This design comes from an exercise in tuning for small area, a short achievable clock period and few clock cycles on the open sky130 flow, not from production work.
The RTL was checked by simulation tests, not by an equivalence proof against the original design.
Power and IR drop assume default switching activity.

==> flow/design.v (outline; a module is shown in full before it is edited, if it fits) <==
// module fa_cell: 11 lines
// module ha_cell: 10 lines
// module bsel_cell: 11 lines
// module mac_b: 653 lines
// module mac_c: 84 lines
// module lenet_top: 267 lines
module lenet_top
(
    input  wire                     clk,
    input  wire                     rst,
    input  wire lenet_pkg::mem_wr_t img_wr,
    input  wire lenet_pkg::kernel_t kernel,
    input  wire                     start,
    output logic                    busy,
    output logic                    finish,
    output lenet_pkg::pool_result_t result
);
  // ...
==> flow/flow/run.sh <==
#!/bin/bash
set -euo pipefail
MARGIN=6.7
sed "s/\"\${@:-finish}\"/SETUP_SLACK_MARGIN=${MARGIN} BUFFER_PORTS_ARGS='-buffer_cell sky130_fd_sc_hd__buf_2' \"\${@:-finish}\"/" standard.sh > standard_margin.sh
grep -q "SETUP_SLACK_MARGIN=${MARGIN}" standard_margin.sh
bash standard_margin.sh synth > standard_synth.log 2>&1
openroad -no_init -exit flow/downsize.tcl > downsize.log 2>&1
bash standard_margin.sh > standard_margin.log 2>&1
==> flow/flow/downsize.tcl <==
# swap oversized combinational cells of the synthesized netlist for their
# smallest drive strength (same function); registers are not touched
set res orfs/results/$::env(FLOW_PLATFORM)/lenet_top/base
read_liberty $::env(FLOW_HOME)/platforms/$::env(FLOW_PLATFORM)/lib/sky130_fd_sc_hd__tt_025C_1v80.lib
read_db $res/1_synth.odb
set swaps {sky130_fd_sc_hd__a22oi_2 sky130_fd_sc_hd__a22oi_1}
set n 0
foreach inst [get_cells *] {
  set master [get_property [get_lib_cells -of_objects $inst] name]
  if {[dict exists $swaps $master]} {
    replace_cell $inst [dict get $swaps $master]
    incr n
  }
}
puts "downsized $n cells"
write_db $res/1_synth.odb
==> flow/standard.sh <==
#!/bin/bash
# synth_recipe.tcl (not shown) runs the flow's synth.tcl, then flattens the netlist and writes it again
# the make line also repeats each setting of config.mk as NAME=value (left out here)
make -C /OpenROAD-flow-scripts/flow DESIGN_CONFIG=/design/flow/config.mk WORK_HOME=/design/flow/orfs CLKGATE_MAP_FILE= SYNTH_SCRIPT=/design/flow/synth_recipe.tcl "${@:-finish}"
==> flow/config.mk <==
export PLATFORM = sky130hd
export DESIGN_NAME = lenet_top
export DESIGN_NICKNAME = lenet_top
export VERILOG_FILES = /design/flow/design.v
export SDC_FILE = /design/flow/constraint.sdc
export NUM_CORES = 4
export LEC_CHECK = 0
export CAP_MARGIN = 20
export CORE_MARGIN = 2
export CORE_UTILIZATION = 60
export PLACE_DENSITY = 0.72
export SLEW_MARGIN = 20
export SYNTH_HIERARCHICAL = 1
export SYNTH_MINIMUM_KEEP_SIZE = 0
==> flow/constraint.sdc <==
create_clock -name core_clock -period 10.0 [get_ports {clk}]
set_input_delay 2.0000 -clock core_clock [delete_from_list [all_inputs] [get_ports {clk}]]
set_output_delay 2.0000 -clock core_clock [all_outputs]
set_load 0.01 [all_outputs]
==> flow_metrics.py, run 1 <==
metrics = {
    "global_route": {
        "grt_pass1_vias": 44600,
        "grt.met2_usage_pct": 58.7,
        "met3_usage_pct": 14.1,
        "met1_usage_pct": 48.6,
    },
    "setup_path": {
        "reg2reg_slack_ns": 6.72,
        "crit_fanout": 16,
        "path_class": "reg2reg",
        "r2r-end": "rb1_q[26]",
        "cp_num_cells": 6,
        "startpoint_type": "flop",
    },
    "finish": {
        "drive_above_1_share_pct": 22.6,
        "diodes": 1,
        "final_nets": 5928,
        "area_delta_synth_final_pct": 8.81,
        "seq_cells": 1143,
        "final_cell_mix": "xnor2_1 (669), fa_1 (617), edfxtp_1 (575)",
    },
    "die": {
        "core_area_um2": 111000,
        "rows": 122,
    },
    "routing": {
        "drc": 0,
        "wl_met1_um": 79900,
        "wl_met3_um": 27600,
        "drt-initial-drc-count": 6099,
        "dr.pass1.iters": 8,
    },
    "power": {
        "pwr-share-seq_pct": 31.7,
        "p_total_mw": 21.2,
        "power_leader": "combinational cells",
        "comb_power_share_pct": 47.0,
        "power.internal_mw": 12.9,
    },
    "clocking": {
        "cts.reportedPaths.clkPinSlew_ns": 0.06,
        "htree_levels": 3,
    },
    "placed_design": {
        "dp_hpwl_um": 154000,
        "pre_cts_ws_ns": 6.15,
    },
    "timing": {
        "setup_viol": 0,
        "grt_setup_unrepaired": "yes",
    },
    "run_status": {
        "status": "no timing/DRC/antenna violations",
    },
}
Testbench counts, summed over its fixed seeds: cycles 9,696.
==> module lenet_top, before the edit <==
module lenet_top
(
    input  wire                     clk,
    input  wire                     rst,
    input  wire lenet_pkg::mem_wr_t img_wr,
    input  wire lenet_pkg::kernel_t kernel,
    input  wire                     start,
    output logic                    busy,
    output logic                    finish,
    output lenet_pkg::pool_result_t result
);
    localparam int ACC_W = 20;
    logic       running;
    logic       a_act;       
    logic [1:0] rp;          
    logic [2:0] col;         
    logic       a_last;
    logic       rest1;       
    logic       rest2;
    logic       shift;
    logic       b_vld, c_vld, d_vld, e_vld;
    logic       b_last, c_last, d_last, e_last;
    logic [1:0] b_rp, c_rp, d_rp, e_rp;
    logic [2:0] b_col, c_col, d_col, e_col;
    assign a_last = a_act && rp == 2'd2 && col == 3'd5;
    assign shift  = (a_act && rp == 2'd2) || rest1 || rest2;
    always_ff @(posedge clk)
    begin
        if (rst)
        begin
            running <= 1'b0;
            a_act   <= 1'b0;
            rest1   <= 1'b0;
            rest2   <= 1'b0;
            b_vld   <= 1'b0;
            c_vld   <= 1'b0;
            d_vld   <= 1'b0;
            e_vld   <= 1'b0;
            b_last  <= 1'b0;
            c_last  <= 1'b0;
            d_last  <= 1'b0;
            e_last  <= 1'b0;
            finish  <= 1'b0;
        end
        else
        begin
            rest1  <= a_last;
            rest2  <= rest1;
            b_vld  <= a_act;
            c_vld  <= b_vld;
            d_vld  <= c_vld;
            e_vld  <= d_vld;
            b_last <= a_last;
            c_last <= b_last;
            d_last <= c_last;
            e_last <= d_last;
            finish <= e_last;
            if (!running)
            begin
                running <= start;
                a_act   <= start;
            end
            else
            begin
                if (a_last)
                    a_act <= 1'b0;
                if (e_last)
                    running <= 1'b0;
            end
        end
    end
    always_ff @(posedge clk)
    begin
        if (!running)
        begin
            rp  <= '0;
            col <= '0;
        end
        else if (a_act)
        begin
            rp <= rp + 2'd1;
            if (rp == 2'd2)
            begin
                rp  <= '0;
                col <= col + 3'd1;
            end
        end
        b_rp  <= rp;
        c_rp  <= b_rp;
        d_rp  <= c_rp;
        e_rp  <= d_rp;
        b_col <= col;
        c_col <= b_col;
        d_col <= c_col;
        e_col <= d_col;
    end
    assign busy = running;
    logic [8-1:0] img [64];
    lenet_pkg::mem_wr_t wr_q;    
    always_ff @(posedge clk)
        wr_q <= img_wr;
    genvar gi;
    generate
        for (gi = 0; gi < 64; gi++)
        begin : g_img
            always_ff @(posedge clk)
            begin
                if (wr_q.en && wr_q.addr == gi)
                    img[gi] <= wr_q.data;
                else if (shift)
                    img[gi] <= img[(gi & 56) | ((gi + 1) & 7)];
            end
        end
    endgenerate
    logic [8:0][3:0]   one_q, two_q, neg_q;
    logic [7:0]        bias_q;
    logic [ACC_W-1:0]  krow_q;
    logic [8:0][8:0]   wx;       
    always_comb
        for (int t = 0; t < 9; t++)
            wx[t] = {kernel.weight[t], 1'b0};
    always_ff @(posedge clk)
    begin
        for (int t = 0; t < 9; t++)
            for (int i = 0; i < 4; i++)
            begin
                one_q[t][i] <= wx[t][2 * i + 1] ^ wx[t][2 * i];
                two_q[t][i] <= (wx[t][2 * i + 2] & ~wx[t][2 * i + 1] & ~wx[t][2 * i])
                             | (~wx[t][2 * i + 2] & wx[t][2 * i + 1] & wx[t][2 * i]);
                neg_q[t][i] <= wx[t][2 * i + 2];
            end
        bias_q <= kernel.bias;
    end
    logic [3:0]        cnt_q [4];
    logic [10:0]       n_q;
    logic [8:0]        bias32_q;
    logic [ACC_W-1:0]  kx, ky, kz, ks, kc;
    genvar gd;
    generate
        for (gd = 0; gd < 4; gd++)
        begin : g_cnt
            logic [8:0] b;
            logic       s0, s1, s2, c0, c1, c2, s3, c3, s4, c4, h1, hc, h2, h3;
            always_comb
                for (int t = 0; t < 9; t++)
                    b[t] = wx[t][2 * gd + 2];
            fa_cell f0_i (.a(b[0]), .b(b[1]), .c(b[2]), .s(s0), .co(c0));
            fa_cell f1_i (.a(b[3]), .b(b[4]), .c(b[5]), .s(s1), .co(c1));
            fa_cell f2_i (.a(b[6]), .b(b[7]), .c(b[8]), .s(s2), .co(c2));
            fa_cell f3_i (.a(s0), .b(s1), .c(s2), .s(s3), .co(c3));
            fa_cell f4_i (.a(c0), .b(c1), .c(c2), .s(s4), .co(c4));
            ha_cell h0_i (.a(c3), .b(s4), .s(h1), .co(hc));
            ha_cell h1_i (.a(c4), .b(hc), .s(h2), .co(h3));
            always_ff @(posedge clk)
                cnt_q[gd] <= {h3, h2, h1, s3};
        end
    endgenerate
    always_comb
    begin
        kx = ACC_W'({{(ACC_W - 13){bias32_q[8]}}, bias32_q, 4'b0});
        ky = ACC_W'(n_q);
        kz = {~n_q, 9'b0};
        ks = kx ^ ky ^ kz;
        kc = ((kx & ky) | (kx & kz) | (ky & kz)) << 1;
    end
    always_ff @(posedge clk)
    begin
        n_q      <= 11'(cnt_q[0]) + (11'(cnt_q[1]) << 2) + (11'(cnt_q[2]) << 4) + (11'(cnt_q[3]) << 6);
        bias32_q <= {bias_q[7], bias_q} + 9'd32;
        krow_q   <= ks + kc;
    end
    logic [8-1:0] win [4][3];
    always_ff @(posedge clk)
    begin
        for (int i = 0; i < 4; i++)
            for (int k = 0; k < 3; k++)
                case (rp)
                    2'd0:    win[i][k] <= img[(i    ) * 8 + k];
                    2'd1:    win[i][k] <= img[(i + 2) * 8 + k];
                    default: win[i][k] <= img[(i + 4) * 8 + k];
                endcase
    end
    logic [8:0][7:0] p0, p1;
    always_comb
    begin
        for (int t = 0; t < 9; t++)
        begin
            p0[t] = win[t / 3][t % 3];
            p1[t] = win[t / 3 + 1][t % 3];
        end
    end
    logic [74-1:0] rb0, rb1, rb0_q, rb1_q;
    mac_b mb0_i (.p(p0), .one(one_q), .two(two_q), .neg(neg_q), .r(rb0));
    mac_b mb1_i (.p(p1), .one(one_q), .two(two_q), .neg(neg_q), .r(rb1));
    always_ff @(posedge clk)
    begin
        rb0_q <= rb0;
        rb1_q <= rb1;
    end
    logic [ACC_W-1:0] sa0, sb0, sa1, sb1;
    logic [ACC_W-1:4] sa0_q, sb0_q, sa1_q, sb1_q;
    logic             cy0_q, cy1_q;
    logic [4:0]       lo0, lo1;
    mac_c mc0_i (.r(rb0_q), .k(krow_q), .sa(sa0), .sb(sb0));
    mac_c mc1_i (.r(rb1_q), .k(krow_q), .sa(sa1), .sb(sb1));
    assign lo0 = 5'(sa0[3:0]) + 5'(sb0[3:0]);
    assign lo1 = 5'(sa1[3:0]) + 5'(sb1[3:0]);
    always_ff @(posedge clk)
    begin
        sa0_q <= sa0[ACC_W-1:4];
        sb0_q <= sb0[ACC_W-1:4];
        sa1_q <= sa1[ACC_W-1:4];
        sb1_q <= sb1[ACC_W-1:4];
        cy0_q <= lo0[4];
        cy1_q <= lo1[4];
    end
    function automatic logic [6:0] clamp(input logic [ACC_W-5:0] a);
        if (a[ACC_W-5])
            clamp = 7'd0;
        else if (|a[ACC_W-6:7])
            clamp = 7'd127;
        else
            clamp = a[6:0];
    endfunction
    logic [ACC_W-4:0] e0, e1;
    logic [6:0]       c0_q, c1_q;
    assign e0 = {sa0_q, cy0_q} + {sb0_q, cy0_q};
    assign e1 = {sa1_q, cy1_q} + {sb1_q, cy1_q};
    always_ff @(posedge clk)
    begin
        c0_q <= clamp(e0[ACC_W-4:1]);
        c1_q <= clamp(e1[ACC_W-4:1]);
    end
    logic [6:0] pm, t0, t1, t2, bm;
    logic       g01, g0t, g1t;
    always_comb
    begin
        g01 = c0_q > c1_q;
        g0t = c0_q > t2;
        g1t = c1_q > t2;
        pm  = g01 ? c0_q : c1_q;
        if (g01 && g0t)
            bm = c0_q;
        else if (!g01 && g1t)
            bm = c1_q;
        else
            bm = t2;
    end
    always_ff @(posedge clk)
    begin
        t0 <= pm;
        t1 <= t0;
        t2 <= t1;
    end
    logic [6:0] res [9];
    generate
        for (gi = 0; gi < 9; gi++)
        begin : g_res
            always_ff @(posedge clk)
            begin
                if (e_vld && e_col[0] && e_rp == gi / 3 && e_col[2:1] == gi % 3)
                    res[gi] <= bm;
            end
            assign result.value[gi] = {1'b0, res[gi]};
        end
    endgenerate
endmodule
==> run 2: changes to the inputs <==
--- a/flow/design.v
+++ b/flow/design.v
@@ -812,2 +812,3 @@
     logic       shift;
+    lenet_pkg::mem_wr_t wr_q;    
     logic       b_vld, c_vld, d_vld, e_vld;
@@ -853,2 +854,3 @@
                 a_act   <= start;
+                b_vld   <= start && !wr_q.en;
             end
@@ -865,5 +867,5 @@
     begin
-        if (!running)
+        if (rst || !running)
         begin
-            rp  <= '0;
+            rp  <= (!rst && !running && start && !wr_q.en) ? 2'd1 : 2'd0;
             col <= '0;
@@ -890,3 +892,2 @@
     logic [8-1:0] img [64];
-    lenet_pkg::mem_wr_t wr_q;    
     always_ff @(posedge clk)
@@ -907,3 +908,2 @@
     logic [8:0][3:0]   one_q, two_q, neg_q;
-    logic [7:0]        bias_q;
     logic [ACC_W-1:0]  krow_q;
@@ -923,8 +923,9 @@
             end
-        bias_q <= kernel.bias;
     end
+    localparam logic [ACC_W-1:0] KCONST = ACC_W'(-15 * (2 ** 9 + 2 ** 11 + 2 ** 13 + 2 ** 15));
     logic [3:0]        cnt_q [4];
-    logic [10:0]       n_q;
-    logic [8:0]        bias32_q;
-    logic [ACC_W-1:0]  kx, ky, kz, ks, kc;
+    logic [3:0]        ncnt [4];
+    logic [ACC_W-1:0]  kx_q;
+    always_ff @(posedge clk)
+        kx_q <= ACC_W'({{(ACC_W - 12){kernel.bias[7]}}, kernel.bias, 4'b0}) + KCONST;
     genvar gd;
@@ -947,18 +948,11 @@
                 cnt_q[gd] <= {h3, h2, h1, s3};
+            assign ncnt[gd] = ~cnt_q[gd];
         end
     endgenerate
-    always_comb
-    begin
-        kx = ACC_W'({{(ACC_W - 13){bias32_q[8]}}, bias32_q, 4'b0});
-        ky = ACC_W'(n_q);
-        kz = {~n_q, 9'b0};
-        ks = kx ^ ky ^ kz;
-        kc = ((kx & ky) | (kx & kz) | (ky & kz)) << 1;
-    end
     always_ff @(posedge clk)
-    begin
-        n_q      <= 11'(cnt_q[0]) + (11'(cnt_q[1]) << 2) + (11'(cnt_q[2]) << 4) + (11'(cnt_q[3]) << 6);
-        bias32_q <= {bias_q[7], bias_q} + 9'd32;
-        krow_q   <= ks + kc;
-    end
+        krow_q <= kx_q
+                + (ACC_W'(cnt_q[0]))       + (ACC_W'(cnt_q[1]) << 2)
+                + (ACC_W'(cnt_q[2]) << 4)  + (ACC_W'(cnt_q[3]) << 6)
+                + (ACC_W'(ncnt[0]) << 9)   + (ACC_W'(ncnt[1]) << 11)
+                + (ACC_W'(ncnt[2]) << 13)  + (ACC_W'(ncnt[3]) << 15);
     logic [8-1:0] win [4][3];
==> run 2 against run 1 <==
  * Worst hold slack better by 0.0027 ns
  * Clock power is 2% higher
  * Synthesized cell count is 0.71% lower
  * Clock-buffer cell count down 1
  * Combinational power rose by 28%
  * Utilization decreased by 0.15 points
  * Power rose by 15%
  * Flip-flop and latch count down 17
  * Maximum frequency fell by 0.52%
  * Critical path depth unchanged
  * Critical endpoint is now rb1_q[32]
  * Largest cell class unchanged
==> flow_metrics.py, run 2 <==
metrics = {
    "global_route": {
        "antenna_found_initial": 7,
        "grt-ovfl-total": 0,
        "grt_max_degree": 99,
        "gr-usage-all-layers_pct": 37.2,
        "grt_pass1_vias": 44000,
        "grt_pass1_wl_um": 301000,
    },
    "timing": {
        "setup_viol": 0,
        "final.setup.tns_ns": 0,
        "hold_slack_ns": 0.325,
        "fin_worst_skew_ns": 0.0458,
        "max_freq_mhz": 303,
        "period_needed_ns": 3.30,
        "relSlewSlack_pct": 26.9,
        "hold_viol": 0,
        "grt_setup_unrepaired": "yes",
        "slew_violations": 0,
        "fin_crit_sh_pct": 33.0,
        "worst_pin_slew_ns": 1.10,
    },
    "routing": {
        "wl_met1_um": 75800,
        "topRoutingLayerUsed": "met4",
        "avgRoutedWirePerCell_um": 31.9,
        "drc": 0,
        "routed_wl_um": 208000,
        "drt-initial-drc-count": 5721,
        "wl_met3_um": 23500,
        "ant_nets": 0,
        "viasPerCell": 6.58,
        "via_count": 43000,
        "wl_met2_um": 94000,
        "dr.pass1.iters": 9,
    },
    "die": {
        "initial_utilization_pct": 60.5,
        "ioPinCount": 172,
        "core_area_um2": 109000,
        "rows": 121,
        "die_w_um": 335,
        "die_h_um": 335,
        "dieArea_um2": 112000,
    },
    "clocking": {
        "cts_tree": "yes",
        "root_buffer": "clkbuf_16",
        "clk_latency_ns": 0.73,
        "cts.sinks": 1126,
        "htree_levels": 3,
        "cts.reportedPaths.clkPinSlew_ns": 0.06,
        "cts_buffers": 114,
        "clockBufferDepth": 3,
    },
    "finish": {
        "area_delta_synth_final_pct": 8.37,
        "drive_above_1_share_pct": 22.3,
        "top_regs": "img: 512 flops, win: 96 flops",
        "fill_cells": 8033,
        "multiInputGateArea_um2": 35400,
        "final_common_cell": "xnor2_1",
        "regMostFlops": "img",
        "final_nets": 5861,
        "final_cell_mix": "xnor2_1 (660), fa_1 (625), a22oi_1 (601)",
        "ff_latch_area_um2": 28800,
        "largest_reg_flops": 512,
    },
    "power": {
        "p_leak_nw": 25.7,
        "comb_power_share_pct": 51.8,
        "clockPowerShare_pct": 18.8,
        "p_total_mw": 24.4,
        "pwr-share-seq_pct": 29.4,
        "netSwitchingPower_mw": 10.2,
        "ir_drop_mv": 0.358,
        "swShare_pct": 41.7,
        "cellPowerDensity_nw_per_um2": 342,
        "power.internal_mw": 14.2,
    },
    "placed_design": {
        "portBuffers": 162,
        "gp_congestion": 1.01,
        "dp_hpwl_um": 148000,
    },
    "setup_path": {
        "r2r-end": "rb1_q[32]",
        "path_class": "reg2reg",
        "crit_fanout": 16,
        "reg2reg_depth": 6,
        "startpoint_type": "flop",
        "r2r_start": "win[8][1]",
        "required_ns": 10.60,
        "critPathCaptureType": "flop",
        "critical_path_arrival_ns": 3.90,
        "reg2reg_slack_ns": 6.70,
    },
    "synthesis": {
        "synthesis.area_um2": 65800,
        "yosysWarnings": 12,
        "syn_area_per_cell_um2": 13.1,
        "syn-instance-count": 5028,
    },
    "job": {
        "drv_cap": 0,
    },
    "worst_hold_path": {
        "min_path_cells": 0,
        "min_to": "d_col[2]",
        "min_from": "c_col[2]",
        "hp-class": "reg2reg",
    },
    "run_status": {
        "status": "no timing/DRC/antenna violations",
    },
}
[run 2: cell types whose count changed in the layout (fill, tap and decap cells not counted), sizes merged, moves of 7 or more]
cell    delta
o21ai    -114
nand2    +104
a22oi     +97
mux2i     -96
buf       -30
dfxtp     -19
clkinv    -18
nor2      +13
xnor2     -12
nor3      +11
ha         -8
xor2       +7
[run 2: how the worst max path moves through the flow]
stage	endpoint	cells past startpoint	slack [ns]	start
floorplan	cnt_q[0][2]	4	6.60	kernel[57]
finish	rb1_q[32]	6	6.70	win[8][1]
global placement	cnt_q[1][2]	5	6.21	kernel[59]
CTS	rb1_q[32]	6	6.69	win[9][7]
global route	res[2][1]	10	6.42	c1_q[1]
detailed placement	cnt_q[1][2]	5	6.19	kernel[59]
[run 2: per-layer routing]
metal  global-route usage, %  vias to the layer above
li1                        -                    17600
met5                       0                        -
met2                    57.3                     2955
met4                    21.6                        0
met3                    9.96                      886
met1                    47.5                    21500
[run 2: cell type report]
cell class / count / share of cell area (%)
multi-input combinational: 3505 / 49.5
sequential: 1126 / 40.3
clock buffer: 152 / 4.57
tap: 1414 / 2.48
timing repair buffer: 211 / 1.68
clock inverter: 64 / 1.14
inverter: 54 / 0.284
antenna: 4 / 0.0140
[run 2: stage by stage]
stage               instance area, µm²  instances  worst slack, ns  util, %
floorplan                        65900       5038             6.60        -
global placement                 66700       6305             6.21     61.3
detailed placement               66700       6306             6.19     61.3
CTS                              71000       6524             6.69     65.2
global route                     71400       6528             6.42     65.6
finish                           71400       6530             6.70     65.6
[run 2: power by group through the flow]
stage	Combinational [mW]	Sequential, mW	Clock, mW
after global placement	11.9	7.17	0
after CTS	12.4	7.10	4.63
after floorplan	12.6	6.71	0
final	12.7	7.16	4.59
after detailed placement	12.2	7.18	0
after global routing	13.8	7.19	4.81
[run 2: critical path, stage by stage, from the launching register on]
cell	delay [ns]
dfxtp_2	0.71
a22oi_1	0.21
xnor2_1	0.23
fa_1	0.47
fa_1	0.46
fa_1	0.62
fa_1	0.44
[run 2: timing repair]
item	CTS	global route
endpoints found under the setup margin	138	157
resized for setup	140	121
setup buffers	2	1
hold buffers	0	0
pin swaps	1	2
endpoints found under the hold margin	0	0
Testbench counts of run 2, summed over its fixed seeds: cycles 9,456.
==> run 3: changes to the inputs <==
--- a/flow/config.mk
+++ b/flow/config.mk
@@ -9,4 +9,4 @@
 export CORE_MARGIN = 2
-export CORE_UTILIZATION = 60
-export PLACE_DENSITY = 0.72
+export CORE_UTILIZATION = 70
+export PLACE_DENSITY = 0.8
 export SLEW_MARGIN = 20
==> run 3 against run 2 <==
  * Still clean
  * Power is 1.5% lower
  * First-iteration DRC count is 16% higher
  * Maximum frequency is 1.7% lower
  * Die area is 14% lower
  * Setup slack worse by 0.056 ns
  * Clock-buffer cell count is 1 higher
  * Sequential power is 0.6% higher
  * Clock skew is 0.0094 ns higher
  * Via count is 3.0% higher
  * Highest routed layer is now met5
==> flow_metrics.py, run 3 <==
metrics = {
    "routing": {
        "avgRoutedWirePerCell_um": 32.3,
        "ant_nets": 0,
        "wl_met3_um": 29800,
        "via_count": 44300,
        "drc": 0,
        "drt-initial-drc-count": 6626,
        "wl_met2_um": 89900,
        "dr.pass1.iters": 9,
        "topRoutingLayerUsed": "met5",
        "routed_wl_um": 206000,
        "wl_met1_um": 68900,
        "viasPerCell": 6.95,
    },
    "clocking": {
        "cts.sinks": 1126,
        "cts_hold_buf": 0,
        "htree_levels": 3,
        "root_buffer": "clkbuf_16",
        "clk_latency_ns": 0.76,
        "cts_tree": "yes",
        "cts.reportedPaths.clkPinSlew_ns": 0.07,
        "clockBufferDepth": 3,
        "cts_buffers": 111,
    },
    "placed_design": {
        "portBuffers": 162,
        "gp_congestion": 1.04,
        "dp_hpwl_um": 144000,
    },
    "finish": {
        "final_nets": 5858,
        "final_core_util_pct": 76.0,
        "largest_reg_flops": 512,
        "final_common_cell": "xnor2_1",
        "regMostFlops": "img",
        "drive_above_1_share_pct": 22.2,
        "area_delta_synth_final_pct": 7.68,
        "final_cell_mix": "xnor2_1 (661), fa_1 (626), a22oi_1 (599)",
        "top_regs": "img: 512 flops, win: 96 flops",
        "fill_cells": 5890,
    },
    "timing": {
        "period_needed_ns": 3.36,
        "slew_violations": 0,
        "final.setup.tns_ns": 0,
        "grt_setup_unrepaired": "yes",
        "fin_crit_sh_pct": 33.6,
        "max_freq_mhz": 298,
        "hold_viol": 0,
        "setup_viol": 0,
        "relSlewSlack_pct": 27.1,
        "fin_worst_skew_ns": 0.0553,
        "worst_pin_slew_ns": 1.09,
    },
    "global_route": {
        "grt_pass1_wl_um": 300000,
        "grt_max_degree": 77,
        "grt_pass1_vias": 45400,
        "antenna_found_initial": 9,
        "grt-ovfl-total": 0,
        "gr-usage-all-layers_pct": 42.6,
    },
    "setup_path": {
        "worstSetupStartpoint": "win[5][2]",
        "crit_path_max_incr_delay_ns": 0.71,
        "path_class": "reg2reg",
        "required_ns": 10.60,
        "critPathBufInv": 0,
        "cpMostUsedCell": "fa_1",
        "startpoint_type": "flop",
        "cp_slowest_cell": "dfxtp_2",
        "critical_path_arrival_ns": 3.95,
        "reg2reg_slack_ns": 6.64,
        "crit_fanout": 16,
        "path_cells": "a22oi_1 -> xnor2_1 -> fa_1 -> fa_1 -> fa_1 -> fa_1",
        "critPathTopFamily": "adder cells",
        "critPathCaptureType": "flop",
        "r2r_start": "win[5][2]",
    },
    "power": {
        "p_total_mw": 24.1,
        "cellPowerDensity_nw_per_um2": 339,
        "swShare_pct": 41.8,
        "netSwitchingPower_mw": 10.1,
        "ir_drop_mv": 0.258,
        "clockPowerShare_pct": 18.1,
        "comb_power_share_pct": 52.0,
        "p_leak_nw": 25.6,
        "power.internal_mw": 14.0,
        "pwr-share-seq_pct": 29.9,
    },
    "synthesis": {
        "syn_area_per_cell_um2": 13.1,
        "synthesis.area_um2": 65800,
        "yosysWarnings": 12,
        "syn-instance-count": 5028,
    },
    "die": {
        "rows": 112,
        "die_h_um": 311,
        "dieArea_um2": 96500,
        "initial_utilization_pct": 70.6,
        "die_w_um": 311,
        "core_area_um2": 93300,
        "ioPinCount": 172,
    },
    "job": {
        "drv_cap": 0,
    },
    "worst_hold_path": {
        "min_from": "b_col[2]",
        "hp-class": "reg2reg",
    },
    "run_status": {
        "status": "no timing/DRC/antenna violations",
    },
}
-- run 3: cell count changes in the layout (fill, tap and decap cells not counted), sizes merged --
cell,delta
bufinv,-8
clkbuf,+1
clkinv,+1
clkinvlp,-2
inv,+4
diode,-1
-- run 3: path summary, 6_finish.rpt --
| check | end | cells past startpoint |
|---|---|---|
| worst min register to register | c_col[2] | 0 |
| worst max-delay path | rb1_q[5] | 6 |
| worst max register to register | rb1_q[5] | 6 |
| worst min-delay path | c_col[2] | 0 |
-- run 3: repair_timing --
item / in CTS / in global routing
pin swaps: 0 / 3
hold endpoints to repair: 0 / 0
setup endpoints to repair: 118 / 176
setup buffers: 0 / 4
gates resized for setup: 129 / 128
-- run 3: final cells by class --
cell class | instances | area, µm² | share of cell area [%]
timing repair buffer | 211 | 1200 | 1.70
clock buffer | 153 | 3220 | 4.54
clock inverter | 59 | 608 | 0.858
multi-input combinational | 3505 | 35400 | 49.9
inverter | 54 | 203 | 0.286
sequential | 1126 | 28700 | 40.5
antenna | 3 | 7.51 | 0.0106
tap | 1254 | 1570 | 2.21
-- run 3: worst register-to-register path, delay by kind of cell, from the launching register on --
family                   cells  cell delay (ns)
adder cells (fa/ha/maj)      4             1.97
flip-flops                   1             0.71
AO/OA/AOI/OAI                1             0.27
XOR/XNOR                     1             0.28
-- run 3: per-layer routing --
metal / vias up / track usage, %
li1: 17600 / -
met4: 8 / 27.9
met1: 21800 / 52.3
met5: - / 0.148
met3: 1121 / 15.8
met2: 3764 / 63.7
-- run 3: stage by stage --
stage	instances	hold slack [ns]	setup WS, ns	area, µm²
finish	6365	0.316	6.64	70900
global route	6363	0.312	6.50	70900
CTS	6357	0.316	6.69	70500
detailed placement	6145	0.312	6.22	66500
global placement	6145	0.310	6.24	66500
floorplan	5038	0.310	6.60	65900
-- run 3: power groups by stage --
stage	sequential [mW]	clock (mW)	combinational, mW
global placement	7.16	0	11.4
finish	7.20	4.35	12.5
global route	7.20	4.54	13.7
floorplan	6.71	0	12.6
detailed placement	7.18	0	11.9
CTS	7.10	4.36	12.1
==> run 4: changes to the inputs <==
--- a/flow/config.mk
+++ b/flow/config.mk
@@ -9,4 +9,3 @@
 export CORE_MARGIN = 2
-export CORE_UTILIZATION = 70
-export PLACE_DENSITY = 0.8
+export CORE_UTILIZATION = 40
 export SLEW_MARGIN = 20
==> run 4 against run 3 <==
  * Still clean on timing, DRC and antenna
  * Wire length rose by 7.0%
  * Critical path depth up 2
  * Die area is 74% higher
  * Clock power is 9.0% higher
  * Global-route usage down 17 points
  * Via count fell by 3.3%
  * Sequential share of layout area is 0.89 points lower
  * Critical path type unchanged
  * Largest power group unchanged
==> flow_metrics.py, run 4 <==
metrics = {
    "placed_design": {
        "place_area_um2": 67800,
        "dp_hpwl_um": 155000,
        "portBuffers": 162,
        "gp_congestion": 0.928,
    },
    "timing": {
        "max_freq_mhz": 301,
        "grt_setup_unrepaired": "yes",
        "hold_slack_ns": 0.324,
        "fin_crit_sh_pct": 33.2,
        "period_needed_ns": 3.32,
        "setup_viol": 0,
        "slew_violations": 0,
        "worst_pin_slew_ns": 1.16,
        "fin_worst_skew_ns": 0.0259,
        "hold_viol": 0,
        "relSlewSlack_pct": 22.5,
        "final.setup.tns_ns": 0,
    },
    "worst_hold_path": {
        "min_from": "t1[2]",
        "hp-class": "reg2reg",
    },
    "run_status": {
        "status": "no timing/DRC/antenna violations",
    },
    "routing": {
        "drc": 0,
        "drt-initial-drc-count": 5332,
        "viasPerCell": 5.85,
        "ant_nets": 0,
        "routed_wl_um": 220000,
        "avgRoutedWirePerCell_um": 30.1,
        "dr.pass1.iters": 6,
        "via_count": 42800,
    },
    "global_route": {
        "grt_max_degree": 89,
        "gr-usage-all-layers_pct": 25.9,
        "antenna_found_initial": 15,
        "grt_pass1_wl_um": 312000,
        "grt_pass1_vias": 44100,
        "grt-ovfl-total": 0,
    },
    "clocking": {
        "cts.sinks": 1126,
        "clk_latency_ns": 0.78,
        "clockBufferDepth": 3,
        "cts_hold_buf": 0,
        "cts_buffers": 130,
        "cts.reportedPaths.clkPinSlew_ns": 0.06,
        "htree_levels": 4,
        "root_buffer": "clkbuf_16",
        "cts_tree": "yes",
    },
    "finish": {
        "final_nets": 5884,
        "drive_above_1_share_pct": 22.1,
        "largest_reg_flops": 512,
        "regMostFlops": "img",
        "final_cell_mix": "xnor2_1 (666), fa_1 (626), a22oi_1 (601)",
        "final_area_um2": 72500,
        "final_core_util_pct": 44.5,
        "area_delta_synth_final_pct": 10.2,
        "top_regs": "img: 512 flops, win: 96 flops",
        "final_common_cell": "xnor2_1",
    },
    "die": {
        "die_h_um": 410,
        "die_w_um": 410,
        "rows": 148,
        "core_area_um2": 163000,
        "dieArea_um2": 168000,
        "initial_utilization_pct": 40.4,
        "ioPinCount": 172,
    },
    "setup_path": {
        "path_cells": "ha_1 -> o21ai_0 -> a21oi_1 -> o21bai_1 -> o21ai_0 -> mux2i_1 -> nor3_4 -> a21oi_1",
        "critPathBufInv": 0,
        "path_class": "reg2reg",
        "worstSetupStartpoint": "sa0_q[6]",
        "crit_path_max_incr_delay_ns": 0.91,
        "cp_slowest_cell": "o21bai_1",
        "critical_path_arrival_ns": 3.93,
        "critPathCaptureType": "flop",
        "required_ns": 10.61,
        "crit_fanout": 7,
        "r2r_start": "sa0_q[6]",
        "critPathTopFamily": "compound AO/OA/AOI/OAI gates",
        "startpoint_type": "flop",
    },
    "job": {
        "drv_cap": 0,
    },
    "synthesis": {
        "syn_area_per_cell_um2": 13.1,
        "syn-instance-count": 5028,
        "yosysWarnings": 12,
        "synthesis.area_um2": 65800,
    },
    "power": {
        "ir_drop_mv": 0.215,
        "cellPowerDensity_nw_per_um2": 334,
        "p_leak_nw": 25.9,
    },
}
-- run 4: per-stage QoR --
step | total power [mW] | setup slack [ns] | std cells
6_report | 24.2 | 6.68 | 7316
5_1_grt | 25.8 | 6.65 | 7307
4_1_cts | 24.1 | 6.49 | 7303
3_5_place_dp | 19.3 | 6.20 | 7075
3_3_place_gp | 18.9 | 6.18 | 7072
2_1_floorplan | 19.3 | 6.60 | 5038
-- run 4: repair_timing --
| item | in CTS | in global routing |
|---|---|---|
| setup endpoints to repair | 242 | 208 |
| buffers inserted | 1 | 1 |
| pin swaps | 1 | 1 |
| gates resized for setup | 142 | 116 |
-- run 4: cell type report --
class                           instances  area [µm²]
Antenna cell                           11        27.5
Clock buffer                          168        3630
Timing Repair Buffer                  218        1280
Fill cell                           14700       90600
Sequential cell                      1126       28800
Clock inverter                         59         587
Inverter                               54         203
Multi-Input combinational cell       3505       35300
Tap cell                             2175        2720
-- run 4: metal layers --
layer,routed length [µm],GRT usage [%],share of wire [%]
met1,86700,34.1,39
met2,99000,39.9,45
met3,23300,6.76,11
met4,11000,11.6,5.0
met5,18,0,0.0082
-- run 4: path summary, 6_finish.rpt --
check / to / slack, ns / depth (start not counted)
max reg2reg: c0_q[5] / 6.68 / 8
min reg2reg: t2[2] / 0.32 / 0
min: t2[2] / 0.32 / 0
max: c0_q[5] / 6.68 / 8
-- run 4: power by group --
group | internal, mW | switching, mW
Clock | 2.76 | 1.98
Sequential | 6.10 | 1.08
Combinational | 5.41 | 6.90
==> run 5: changes to the inputs <==
--- a/flow/design.v
+++ b/flow/design.v
@@ -815,4 +815,4 @@
     logic       b_last, c_last, d_last, e_last;
-    logic [1:0] b_rp, c_rp, d_rp, e_rp;
-    logic [2:0] b_col, c_col, d_col, e_col;
+    logic [1:0] e_rp;        
+    logic [2:0] e_col;
     assign a_last = a_act && rp == 2'd2 && col == 3'd5;
@@ -881,10 +881,19 @@
         end
-        b_rp  <= rp;
-        c_rp  <= b_rp;
-        d_rp  <= c_rp;
-        e_rp  <= d_rp;
-        b_col <= col;
-        c_col <= b_col;
-        d_col <= c_col;
-        e_col <= d_col;
+    end
+    always_ff @(posedge clk)
+    begin
+        if (!running)
+        begin
+            e_rp  <= '0;
+            e_col <= '0;
+        end
+        else if (e_vld)
+        begin
+            e_rp <= e_rp + 2'd1;
+            if (e_rp == 2'd2)
+            begin
+                e_rp  <= '0;
+                e_col <= e_col + 3'd1;
+            end
+        end
     end
@@ -960,4 +969,7 @@
     begin
-        for (int i = 0; i < 4; i++)
-            for (int k = 0; k < 3; k++)
+        for (int k = 0; k < 3; k++)
+        begin
+            for (int i = 0; i < 2; i++)
+                win[i][k] <= (rp == 2'd0) ? img[i * 8 + k] : win[i + 2][k];
+            for (int i = 2; i < 4; i++)
                 case (rp)
@@ -967,2 +979,3 @@
                 endcase
+        end
     end
==> run 5 against run 4 <==
  * Cell area barely moved
  * Area after synthesis fell by 0.23%
  * Setup slack improved by 0.0075 ns
  * Critical endpoint is now result[18]
  * Sequential share of layout area fell by 0.35 points
  * Highest routed layer unchanged
  * Still clean
  * Die area fell by 0.23%
  * Wire length fell by 3.0%
  * Maximum frequency rose by 0.23%
  * Worst hold slack got worse by 0.014 ns
  * Clock skew rose by 0.039 ns
==> flow_metrics.py, run 5 <==
metrics = {
    "run_status": {
        "status": "no timing/DRC/antenna violations",
    },
    "timing": {
        "slew_violations": 0,
        "grt_setup_unrepaired": "yes",
        "final.setup.tns_ns": 0,
        "period_needed_ns": 3.32,
        "relSlewSlack_pct": 24.4,
        "setup_viol": 0,
        "fin_worst_skew_ns": 0.0646,
        "hold_slack_ns": 0.310,
        "max_freq_mhz": 302,
        "hold_viol": 0,
        "worst_pin_slew_ns": 1.13,
        "fin_crit_sh_pct": 33.2,
    },
    "routing": {
        "topRoutingLayerUsed": "met5",
        "via_count": 41900,
        "drc": 0,
        "viasPerCell": 5.79,
        "avgRoutedWirePerCell_um": 29.5,
        "ant_nets": 0,
        "routed_wl_um": 213000,
        "drt-initial-drc-count": 4911,
        "wl_met2_um": 95400,
        "dr.pass1.iters": 7,
        "wl_met3_um": 23900,
        "wl_met1_um": 84200,
    },
    "finish": {
        "regMostFlops": "img",
        "top_regs": "img: 512 flops, win: 96 flops",
        "final_cell_mix": "xnor2_1 (669), fa_1 (619), edfxtp_1 (577)",
        "final_nets": 5808,
        "final_common_cell": "xnor2_1",
        "area_delta_synth_final_pct": 10.5,
        "largest_reg_flops": 512,
        "drive_above_1_share_pct": 24.3,
        "fill_cells": 14700,
    },
    "die": {
        "core_area_um2": 163000,
        "rows": 148,
        "ioPinCount": 172,
        "die_w_um": 409,
        "dieArea_um2": 167000,
        "initial_utilization_pct": 40.3,
        "die_h_um": 409,
    },
    "setup_path": {
        "critical_path_arrival_ns": 1.32,
        "critPathBufInv": 1,
        "critPathTopFamily": "flip-flops",
        "startpoint_type": "flop",
        "critPathCaptureType": "primary output",
        "crit_path_max_incr_delay_ns": 0.40,
        "cp_slowest_cell": "edfxtp_1",
        "path_cells": "buf_2",
        "required_ns": 8.00,
        "path_class": "reg2out",
        "crit_fanout": 1,
    },
    "clocking": {
        "htree_levels": 3,
        "cts_tree": "yes",
        "cts.reportedPaths.clkPinSlew_ns": 0.06,
        "cts_buffers": 120,
        "clk_latency_ns": 0.78,
        "clockBufferDepth": 3,
        "cts.sinks": 1111,
        "root_buffer": "clkbuf_16",
    },
    "synthesis": {
        "syn-instance-count": 4940,
        "yosysWarnings": 12,
        "syn_area_per_cell_um2": 13.3,
        "synthesis.area_um2": 65700,
    },
    "power": {
        "p_leak_nw": 25.7,
        "ir_drop_mv": 0.250,
        "cellPowerDensity_nw_per_um2": 342,
    },
    "placed_design": {
        "dp_hpwl_um": 153000,
        "portBuffers": 162,
        "gp_congestion": 0.987,
    },
    "global_route": {
        "grt-ovfl-total": 0,
        "antenna_found_initial": 14,
        "grt_pass1_vias": 43500,
        "grt_max_degree": 74,
        "grt_pass1_wl_um": 307000,
        "gr-usage-all-layers_pct": 25.2,
    },
    "worst_hold_path": {
        "hp-class": "reg2reg",
    },
    "job": {
        "drv_cap": 0,
    },
}
run 5: changes by cell type in the layout (fill, tap and decap cells not counted), moves of 8 or more:
| cell | change |
|---|---|
| nor2_1 | -17 |
| mux2_1 | -8 |
| a21oi_1 | -15 |
| a21o_1 | +11 |
| mux2_2 | +56 |
| a22oi_1 | -49 |
| clkbuf_16 | -14 |
| dfxtp_1 | -27 |
| nand2_1 | -99 |
| dfxtp_4 | +23 |
| dfxtp_2 | -11 |
run 5: layer usage:
metal	track usage [%]	vias up
li1	-	17500
met1	32.7	21500
met2	38.7	2349
met3	8.31	633
met4	9.98	10
met5	0	-
run 5: final cells by class:
| type | instances | area (µm²) | share of cell area, % |
|---|---|---|---|
| Timing Repair Buffer | 233 | 1440 | 1.99 |
| Clock inverter | 69 | 895 | 1.23 |
| Multi-Input combinational cell | 3444 | 35500 | 48.9 |
| Antenna cell | 7 | 17.5 | 0.0241 |
| Sequential cell | 1111 | 28500 | 39.3 |
| Tap cell | 2175 | 2720 | 3.75 |
| Inverter | 48 | 180 | 0.248 |
| Clock buffer | 158 | 3320 | 4.57 |
run 5: what timing repair did:
item / CTS / global route
setup buffers: 1 / 21
endpoints found under the hold margin: 0 / 0
gates cloned: 0 / 0
pin swaps: 0 / 2
resized for setup: 194 / 110
endpoints found under the setup margin: 217 / 191
hold buffers: 0 / 0
run 5: final timing paths:
check,start,to,slack (ns),cells past startpoint
max reg2reg,two_q[15],rb0_q[65],6.69,6
min reg2reg,t1[5],t2[5],0.31,0
min,t1[5],t2[5],0.31,0
max,res[6][2],result[18],6.68,1
run 5: through the flow:
| stage | total power [mW] | util, % | cell area, µm² | std cells | setup slack, ns |
|---|---|---|---|---|---|
| 4_1_cts | 24.5 | 44.2 | 72100 | 7217 | 6.60 |
| 2_1_floorplan | 19.3 | - | 65800 | 4950 | 6.60 |
| 5_1_grt | 26.4 | 44.6 | 72600 | 7238 | 6.62 |
| 3_3_place_gp | 19.4 | 41.4 | 67500 | 6989 | 6.23 |
| 3_5_place_dp | 19.7 | 41.4 | 67500 | 6989 | 6.22 |
| 6_report | 24.8 | 44.6 | 72600 | 7245 | 6.68 |
run 5: where the power goes:
group,switching [mW],internal (mW)
Clock,1.97,2.73
Combinational,7.47,5.63
Sequential,1.01,6.03
Testbench counts of run 5, summed over its fixed seeds: cycles 9,456.
==> run 6: changes to the inputs <==
--- a/flow/flow/run.sh
+++ b/flow/flow/run.sh
@@ -2,3 +2,3 @@
 set -euo pipefail
-MARGIN=6.7
+MARGIN=6.9
 sed "s/\"\${@:-finish}\"/SETUP_SLACK_MARGIN=${MARGIN} BUFFER_PORTS_ARGS='-buffer_cell sky130_fd_sc_hd__buf_2' \"\${@:-finish}\"/" standard.sh > standard_margin.sh
==> run 6 against run 5 <==
  * Area after synthesis unchanged
  * Wire length increased by 6.5%
  * Cell area increased by 6.9%
  * Die area unchanged
  * Non-clock buffer count increased by 284
  * Clock power increased by 3%
  * Sequential share of layout area decreased by 2.3 points
  * Synthesized cell count unchanged
  * Global-route usage increased by 0.072 points
  * Clock-buffer cell count increased by 20
  * Power increased by 2.7%
  * Worst hold slack improved by 0.014 ns
==> flow_metrics.py, run 6 <==
metrics = {
    "power": {
        "clockPowerShare_pct": 19.0,
        "comb_power_share_pct": 53.9,
        "power.internal_mw": 14.9,
        "p_total_mw": 25.5,
        "swShare_pct": 41.6,
        "pwr-share-seq_pct": 27.1,
        "cellPowerDensity_nw_per_um2": 329,
        "p_leak_nw": 27.9,
        "netSwitchingPower_mw": 10.6,
        "ir_drop_mv": 0.277,
    },
    "setup_path": {
        "startpoint_type": "flop",
        "critPathBufInv": 1,
        "crit_path_max_incr_delay_ns": 0.40,
        "critPathCaptureType": "primary output",
        "required_ns": 8.00,
        "cp_slowest_cell": "edfxtp_1",
        "reg2reg_slack_ns": 6.82,
        "path_cells": "buf_2",
        "critical_path_arrival_ns": 1.32,
        "critPathTopFamily": "flip-flops",
        "path_class": "reg2out",
        "crit_fanout": 1,
    },
    "timing": {
        "setup_viol": 0,
        "period_needed_ns": 3.32,
        "fin_crit_sh_pct": 33.2,
        "slew_violations": 0,
        "worst_pin_slew_ns": 1.12,
        "max_freq_mhz": 301,
        "final.setup.tns_ns": 0,
        "fin_worst_skew_ns": 0.0366,
        "grt_setup_unrepaired": "yes",
        "relSlewSlack_pct": 25.0,
        "hold_viol": 0,
    },
    "routing": {
        "drc": 0,
        "drt-initial-drc-count": 5016,
        "routed_wl_um": 227000,
        "dr.pass1.iters": 7,
        "viasPerCell": 5.84,
        "via_count": 44000,
        "avgRoutedWirePerCell_um": 30.2,
        "ant_nets": 0,
    },
    "global_route": {
        "grt_pass1_wl_um": 306000,
        "antenna_found_initial": 19,
        "grt_pass1_vias": 44000,
        "grt-ovfl-total": 0,
        "gr-usage-all-layers_pct": 25.2,
        "grt_max_degree": 68,
    },
    "synthesis": {
        "synthesis.area_um2": 65700,
        "syn_area_per_cell_um2": 13.3,
        "yosysWarnings": 12,
        "syn-instance-count": 4940,
    },
    "clocking": {
        "clk_latency_ns": 0.80,
        "cts_tree": "yes",
        "cts_buffers": 131,
        "htree_levels": 4,
        "root_buffer": "clkbuf_16",
        "clockBufferDepth": 3,
        "cts.reportedPaths.clkPinSlew_ns": 0.06,
        "cts.sinks": 1111,
        "cts_hold_buf": 0,
    },
    "die": {
        "rows": 148,
        "ioPinCount": 172,
        "core_area_um2": 163000,
        "die_h_um": 409,
        "dieArea_um2": 167000,
        "die_w_um": 409,
        "initial_utilization_pct": 40.3,
    },
    "finish": {
        "ff_latch_area_um2": 28700,
        "multiInputGateArea_um2": 36600,
        "top_regs": "img: 512 flops, win: 96 flops",
        "final_nets": 6103,
        "largest_reg_flops": 512,
        "drive_above_1_share_pct": 33.6,
        "regMostFlops": "img",
        "final_cell_mix": "xnor2_1 (640), edfxtp_1 (577), mux2_2 (565)",
        "fill_cells": 14300,
        "final_common_cell": "xnor2_1",
        "area_delta_synth_final_pct": 18.2,
        "final_core_util_pct": 47.6,
    },
    "worst_hold_path": {
        "hp-class": "reg2reg",
    },
    "placed_design": {
        "dp_hpwl_um": 150000,
        "portBuffers": 162,
        "gp_congestion": 0.952,
    },
    "run_status": {
        "status": "no timing/DRC/antenna violations",
    },
    "job": {
        "drv_cap": 0,
    },
}
[run 6: cell types whose count changed in the layout (fill, tap and decap cells not counted), moves of 9 or more]
cell       previous run  this run
xnor2_1             669       640
xnor2_2               1        30
buf_4                57       191
clkbuf_16           122       135
fa_1                619       509
dfxtp_4             119       167
a22oi_2               1        96
dfxtp_1             364       323
buf_6                 7        38
fa_2                 23       133
buf_12                4       109
buf_8                 3        12
a22oi_1             552       457
[run 6: power groups by stage]
| stage | Combinational, mW | Clock [mW] | Sequential [mW] |
|---|---|---|---|
| 2_1_floorplan | 12.6 | 0 | 6.63 |
| 3_3_place_gp | 12.0 | 0 | 7.14 |
| 3_5_place_dp | 12.3 | 0 | 7.15 |
| 4_1_cts | 12.5 | 4.93 | 7.02 |
| 5_1_grt | 15.1 | 5.12 | 6.95 |
| 6_report | 13.8 | 4.85 | 6.91 |
[run 6: cell type report]
type | instances | share of cell area (%)
Inverter | 48 | 0.232
Sequential cell | 1111 | 37.0
Antenna cell | 2 | 0.00645
Clock inverter | 64 | 0.878
Timing Repair Buffer | 517 | 6.58
Tap cell | 2175 | 3.51
Clock buffer | 178 | 4.74
Multi-Input combinational cell | 3444 | 47.1
[run 6: per-stage QoR]
step	std cells	cell area, µm²	hold WS (ns)	worst slack, ns
final	7539	77600	0.324	6.68
after global routing	7537	77600	0.329	6.63
after CTS	7260	73200	0.326	6.61
after detailed placement	6963	67400	0.312	6.14
after global placement	6963	67400	0.311	6.20
after floorplan	4950	65800	0.310	6.60
[run 6: worst paths after layout]
| check | startpoint | end | cells after the start |
|---|---|---|---|
| worst max-delay path | res[7][3] | result[11] | 1 |
| worst min-delay path | t0[6] | t1[6] | 0 |
| worst max register to register | win[9][5] | rb1_q[59] | 6 |
| worst min register to register | t0[6] | t1[6] | 0 |
[run 6: layer usage]
metal	up-vias	routed length (µm)	track usage (%)
li1	18100	-	-
met1	22100	82200	31.1
met2	2823	101000	39.6
met3	1038	26400	8.04
met4	16	18000	13.0
met5	-	88	0
[run 6: what timing repair did]
item,CTS,global route
setup endpoints to repair,279,252
pin swaps,4,213
buffers inserted,55,276
resized for setup,349,327
==> run 7: changes to the inputs <==
--- a/flow/flow/run.sh
+++ b/flow/flow/run.sh
@@ -2,3 +2,3 @@
 set -euo pipefail
-MARGIN=6.9
+MARGIN=6.7
 sed "s/\"\${@:-finish}\"/SETUP_SLACK_MARGIN=${MARGIN} BUFFER_PORTS_ARGS='-buffer_cell sky130_fd_sc_hd__buf_2' \"\${@:-finish}\"/" standard.sh > standard_margin.sh
--- a/flow/config.mk
+++ b/flow/config.mk
@@ -7,2 +7,3 @@
 export LEC_CHECK = 0
+export ABC_CLOCK_PERIOD_IN_PS = 3300
 export CAP_MARGIN = 20
==> run 7 against run 6 <==
  * Still clean
  * Clock-buffer cell count is 20 lower
  * Maximum frequency is 0.29% higher
  * Power is 2.6% lower
  * Critical path depth stayed put
  * Critical path type unchanged
  * Critical endpoint is now result[18]
==> flow_metrics.py, run 7 <==
metrics = {
    "run_status": {
        "status": "no timing/DRC/antenna violations",
    },
    "global_route": {
        "grt-ovfl-total": 0,
        "grt_pass1_wl_um": 307000,
        "grt_max_degree": 74,
        "antenna_found_initial": 14,
        "gr-usage-all-layers_pct": 25.2,
        "grt_pass1_vias": 43500,
    },
    "timing": {
        "max_freq_mhz": 302,
        "fin_worst_skew_ns": 0.0646,
        "grt_setup_unrepaired": "yes",
        "worst_pin_slew_ns": 1.13,
        "slew_violations": 0,
        "hold_viol": 0,
        "setup_viol": 0,
        "final.setup.tns_ns": 0,
        "fin_crit_sh_pct": 33.2,
        "relSlewSlack_pct": 24.4,
        "period_needed_ns": 3.32,
    },
    "setup_path": {
        "crit_path_max_incr_delay_ns": 0.40,
        "cp_slowest_cell": "edfxtp_1",
        "r2r_start": "two_q[15]",
        "critical_path_arrival_ns": 1.32,
        "critPathTopFamily": "flip-flops",
        "worstSetupStartpoint": "res[6][2]",
        "reg2reg_slack_ns": 6.69,
        "startpoint_type": "flop",
        "r2r-end": "rb0_q[65]",
        "path_class": "reg2out",
        "required_ns": 8.00,
        "reg2reg_depth": 6,
        "worstSetupEndpoint": "result[18]",
        "cp_num_cells": 1,
        "path_cells": "buf_2",
        "critPathBufInv": 1,
        "critPathCaptureType": "primary output",
        "crit_fanout": 1,
    },
    "clocking": {
        "cts_buffers": 120,
        "cts.reportedPaths.clkPinSlew_ns": 0.06,
        "cts.sinks": 1111,
        "htree_levels": 3,
        "clk_latency_ns": 0.78,
        "root_buffer": "clkbuf_16",
        "cts_tree": "yes",
        "clockBufferDepth": 3,
    },
    "routing": {
        "via_count": 41900,
        "routed_wl_um": 213000,
        "drc": 0,
        "avgRoutedWirePerCell_um": 29.5,
        "ant_nets": 0,
        "dr.pass1.iters": 7,
        "drt-initial-drc-count": 4911,
        "viasPerCell": 5.79,
    },
    "power": {
        "ir_drop_mv": 0.250,
        "p_leak_nw": 25.7,
        "cellPowerDensity_nw_per_um2": 342,
    },
    "finish": {
        "largest_reg_flops": 512,
        "final_cell_mix": "xnor2_1 (669), fa_1 (619), edfxtp_1 (577)",
        "regMostFlops": "img",
        "final_core_util_pct": 44.6,
        "final_common_cell": "xnor2_1",
        "drive_above_1_share_pct": 24.3,
        "final_nets": 5808,
        "area_delta_synth_final_pct": 10.5,
        "top_regs": "img: 512 flops, win: 96 flops",
    },
    "die": {
        "die_h_um": 409,
        "ioPinCount": 172,
        "rows": 148,
        "core_area_um2": 163000,
        "die_w_um": 409,
        "dieArea_um2": 167000,
        "initial_utilization_pct": 40.3,
    },
    "synthesis": {
        "yosysWarnings": 12,
        "synthesis.area_um2": 65700,
        "syn-instance-count": 4940,
        "syn_area_per_cell_um2": 13.3,
    },
    "placed_design": {
        "dp_hpwl_um": 153000,
        "portBuffers": 162,
        "gp_congestion": 0.987,
    },
    "worst_hold_path": {
        "hp-class": "reg2reg",
    },
    "job": {
        "drv_cap": 0,
    },
}
-- run 7: cell types whose count changed in the layout (fill, tap and decap cells not counted), sizes merged --
cell	previous run	this run
clkbuf	184	158
clkinv	41	31
bufinv	7	14
buf	511	233
diode	2	7
clkinvlp	5	11
inv	59	61
-- run 7: metal layers --
metal	wire [µm]	vias to the layer above	GRT usage, %
met3	23900	633	8.31
met5	68	-	0
met4	9930	10	9.98
met1	84200	21500	32.7
li1	-	17500	-
met2	95400	2349	38.7
-- run 7: area by class of cell --
| class | count | area, µm² |
|---|---|---|
| tap | 2175 | 2720 |
| antenna | 7 | 17.5 |
| clock inverter | 69 | 895 |
| sequential | 1111 | 28500 |
| multi-input combinational | 3444 | 35500 |
| timing repair buffer | 233 | 1440 |
| clock buffer | 158 | 3320 |
| fill | 14700 | 90300 |
| inverter | 48 | 180 |
-- run 7: worst min-delay path by stage --
| stage | cells after the start | to | startpoint | slack (ns) |
|---|---|---|---|---|
| 2_1_floorplan | 0 | t1[0] | t0[0] | 0.31 |
| 3_3_place_gp | 0 | t2[3] | t1[3] | 0.31 |
| 3_5_place_dp | 0 | t1[1] | t0[1] | 0.31 |
| 4_1_cts | 0 | t2[5] | t1[5] | 0.32 |
| 5_1_grt | 0 | t1[4] | t0[4] | 0.32 |
| 6_report | 0 | t2[5] | t1[5] | 0.31 |
-- run 7: power breakdown --
group          switching [mW]  internal [mW]
sequential               1.01           6.03
clock                    1.97           2.73
combinational            7.47           5.63
total                    10.4           14.4
-- run 7: worst register-to-register path: cells and delay by family, from the launching register on --
| kind | cells | cell delay [ns] |
|---|---|---|
| xor gates and xnor gates | 1 | 0.18 |
| adders and majority gates | 4 | 2.16 |
| DFF | 1 | 0.64 |
| AOI/OAI and AO/OA | 1 | 0.19 |
-- run 7: metrics by stage --
| stage | hold WS (ns) | total power, mW | instances | setup slack, ns | cell area [µm²] |
|---|---|---|---|---|---|
| 2_1_floorplan | 0.310 | 19.3 | 4950 | 6.60 | 65800 |
| 3_3_place_gp | 0.310 | 19.4 | 6989 | 6.23 | 67500 |
| 3_5_place_dp | 0.312 | 19.7 | 6989 | 6.22 | 67500 |
| 4_1_cts | 0.316 | 24.5 | 7217 | 6.60 | 72100 |
| 5_1_grt | 0.318 | 26.4 | 7238 | 6.62 | 72600 |
| 6_report | 0.310 | 24.8 | 7245 | 6.68 | 72600 |
-- run 7: repair_timing --
| item | in CTS | in global routing |
|---|---|---|
| hold buffers | 0 | 0 |
| resized for setup | 194 | 110 |
| setup endpoints to repair | 217 | 191 |
| buffers inserted | 1 | 21 |
| pin swaps | 0 | 2 |
==> run 8: changes to the inputs <==
--- a/flow/config.mk
+++ b/flow/config.mk
@@ -7,3 +7,2 @@
 export LEC_CHECK = 0
-export ABC_CLOCK_PERIOD_IN_PS = 3300
 export CAP_MARGIN = 20
@@ -11,2 +10,4 @@
 export CORE_UTILIZATION = 40
+export CTS_CLUSTER_DIAMETER = 80
+export CTS_CLUSTER_SIZE = 30
 export SLEW_MARGIN = 20
==> run 8 against run 7 <==
  * Clock skew rose by 0.0026 ns
  * Area after synthesis stayed put
  * Critical path depth rose by 5
  * Clock-buffer cell count fell by 77
  * Global-route usage is 0.11 points lower
  * Clock power down 22%
  * Non-clock buffer count fell by 13
  * Register-to-register slack about the same
  * Maximum frequency about the same
  * Power decreased by 4.4%
  * Via count fell by 1.1%
  * Largest power group unchanged
==> flow_metrics.py, run 8 <==
metrics = {
    "run_status": {
        "status": "no timing/DRC/antenna violations",
    },
    "finish": {
        "fill_cells": 14800,
        "drive_above_1_share_pct": 23.2,
        "largest_reg_flops": 512,
        "final_nets": 5751,
        "area_delta_synth_final_pct": 8.34,
        "final_common_cell": "xnor2_1",
        "final_cell_mix": "xnor2_1 (669), fa_1 (624), edfxtp_1 (577)",
        "top_regs": "img: 512 flops, win: 96 flops",
        "regMostFlops": "img",
    },
    "worst_hold_path": {
        "hp-class": "reg2reg",
    },
    "power": {
        "ir_drop_mv": 0.208,
        "comb_power_share_pct": 54.8,
        "clockPowerShare_pct": 15.5,
        "netSwitchingPower_mw": 10.5,
        "pwr-share-seq_pct": 29.6,
        "swShare_pct": 44.1,
        "p_total_mw": 23.7,
        "cellPowerDensity_nw_per_um2": 333,
        "power.internal_mw": 13.3,
        "p_leak_nw": 25.0,
    },
    "die": {
        "ioPinCount": 172,
        "die_h_um": 409,
        "die_w_um": 409,
        "initial_utilization_pct": 40.3,
        "rows": 148,
        "dieArea_um2": 167000,
        "core_area_um2": 163000,
    },
    "setup_path": {
        "path_cells": "a22oi_1 -> xnor2_1 -> fa_1 -> fa_1 -> fa_1 -> fa_1",
        "critical_path_arrival_ns": 3.93,
        "required_ns": 10.62,
        "crit_path_max_incr_delay_ns": 0.69,
        "cpMostUsedCell": "fa_1",
        "critPathTopFamily": "adder cells",
        "startpoint_type": "flop",
        "crit_fanout": 16,
        "path_class": "reg2reg",
        "critPathBufInv": 0,
        "critPathCaptureType": "flop",
        "cp_slowest_cell": "dfxtp_2",
    },
    "routing": {
        "via_count": 41500,
        "drt-initial-drc-count": 5275,
        "dr.pass1.iters": 6,
        "drc": 0,
        "routed_wl_um": 212000,
        "avgRoutedWirePerCell_um": 29.7,
        "ant_nets": 0,
        "viasPerCell": 5.81,
    },
    "timing": {
        "fin_worst_skew_ns": 0.0672,
        "final.setup.tns_ns": 0,
        "setup_viol": 0,
        "max_freq_mhz": 302,
        "fin_crit_sh_pct": 33.1,
        "worst_pin_slew_ns": 1.11,
        "grt_setup_unrepaired": "yes",
        "relSlewSlack_pct": 26.3,
        "hold_viol": 0,
        "period_needed_ns": 3.31,
        "slew_violations": 0,
    },
    "clocking": {
        "cts_tree": "yes",
        "clk_latency_ns": 0.75,
        "clockBufferDepth": 3,
        "htree_levels": 3,
        "root_buffer": "clkbuf_16",
        "cts_buffers": 76,
        "cts.sinks": 1111,
        "cts_hold_buf": 0,
        "cts.reportedPaths.clkPinSlew_ns": 0.09,
    },
    "global_route": {
        "grt-ovfl-total": 0,
        "gr-usage-all-layers_pct": 25.0,
        "antenna_found_initial": 15,
        "grt_pass1_vias": 43200,
        "grt_pass1_wl_um": 305000,
        "grt_max_degree": 74,
    },
    "placed_design": {
        "gp_congestion": 0.987,
        "dp_hpwl_um": 153000,
        "portBuffers": 162,
    },
    "synthesis": {
        "yosysWarnings": 12,
        "syn_area_per_cell_um2": 13.3,
        "syn-instance-count": 4940,
        "synthesis.area_um2": 65700,
    },
    "job": {
        "drv_cap": 0,
    },
}
[run 8: cell count changes in the layout (fill, tap and decap cells not counted), sizes merged]
cell	previous run	this run
buf	233	220
clkinvlp	11	2
clkbuf	158	81
bufinv	14	1
clkinv	31	28
diode	7	2
inv	61	78
[run 8: metal layers]
metal  GRT usage (%)  routed length [µm]  vias to the layer above
met1            32.8               83700                    21200
met4            10.1                9650                        8
met2            38.6               95200                     2329
li1                -                   -                    17300
met5               0                  54                        -
met3            7.81               23700                      616
[run 8: final timing paths]
path | startpoint | end | slack [ns] | cells past startpoint
min reg2reg | t0[3] | t1[3] | 0.33 | 0
min | t0[3] | t1[3] | 0.33 | 0
max | two_q[8] | rb1_q[25] | 6.69 | 6
max reg2reg | two_q[8] | rb1_q[25] | 6.69 | 6
[run 8: area by class of cell]
cell class / count / area, µm² / area share, %
Sequential cell: 1111 / 28500 / 40.1
Tap cell: 2175 / 2720 / 3.82
Clock buffer: 81 / 1970 / 2.77
Clock inverter: 61 / 988 / 1.39
Multi-Input combinational cell: 3444 / 35500 / 49.9
Inverter: 48 / 180 / 0.253
Antenna cell: 2 / 5.00 / 0.00703
Timing Repair Buffer: 220 / 1310 / 1.84
[run 8: through the flow]
step	cell area (µm²)	util (%)	hold WS (ns)	setup slack, ns	instances
after floorplan	65800	-	0.310	6.60	4950
after global placement	67500	41.4	0.310	6.23	6989
after detailed placement	67500	41.4	0.312	6.22	6989
after CTS	70700	43.4	0.335	6.57	7132
after global routing	71200	43.7	0.340	6.66	7140
final	71200	43.7	0.334	6.69	7142
[run 8: power by group through the flow]
| stage | Combinational [mW] | Clock (mW) | Sequential (mW) |
|---|---|---|---|
| after floorplan | 12.6 | 0 | 6.63 |
| after global placement | 12.3 | 0 | 7.08 |
| after detailed placement | 12.7 | 0 | 7.09 |
| after CTS | 12.7 | 3.76 | 6.99 |
| after global routing | 14.3 | 3.91 | 7.07 |
| final | 13.0 | 3.68 | 7.03 |
[run 8: repair_timing]
item,in CTS,in global routing
gates cloned,0,0
pin swaps,0,1
gates resized for setup,154,130
endpoints found under the setup margin,202,180
buffers inserted,1,8

## separate check: timing with driven ports
The results above use ideal ports. As a check the final layouts listed here were re-extracted and re-timed, cells and wires unchanged. Step 1: set_driving_cell puts a clkbuf_16 on clk and a buf_2 on each other input, an assumption about the parent block. Step 2 also shifts input and output timing later by t, the mid clock arrival at the registers, as if the neighbouring blocks saw the same clock. a / b / c = ideal ports / drivers / drivers and shift; a / b = the first two.
run | t (ns) | setup WS [ns] | hold slack, ns | latest minus earliest clock arrival (ns)
run 1 | 0.806 | 6.716 / 6.635 / 6.194 | 0.323 / 0.323 / 0.323 | 0.048 / 0.048
run 2 | 0.784 | 6.699 / 6.645 / 6.200 | 0.325 / 0.325 / 0.325 | 0.048 / 0.048
run 3 | 0.804 | 6.642 / 6.642 / 6.134 | 0.316 / 0.316 / 0.316 | 0.056 / 0.056
run 4 | 0.853 | 6.677 / 6.619 / 6.144 | 0.324 / 0.324 / 0.324 | 0.027 / 0.026
run 5 | 0.839 | 6.685 / 6.596 / 6.254 | 0.310 / 0.310 / 0.310 | 0.064 / 0.064
run 6 | 0.870 | 6.675 / 6.588 / 6.150 | 0.324 / 0.324 / 0.324 | 0.040 / 0.040
run 7 | 0.839 | 6.685 / 6.596 / 6.254 | 0.310 / 0.310 / 0.310 | 0.064 / 0.064
run 8 | 0.808 | 6.686 / 6.627 / 6.270 | 0.334 / 0.334 / 0.334 | 0.071 / 0.071
After both steps every run listed still meets setup and hold. The setup slack of run 4, which loses most, moves by -0.058 ns with the drivers and by -0.533 ns with both steps.
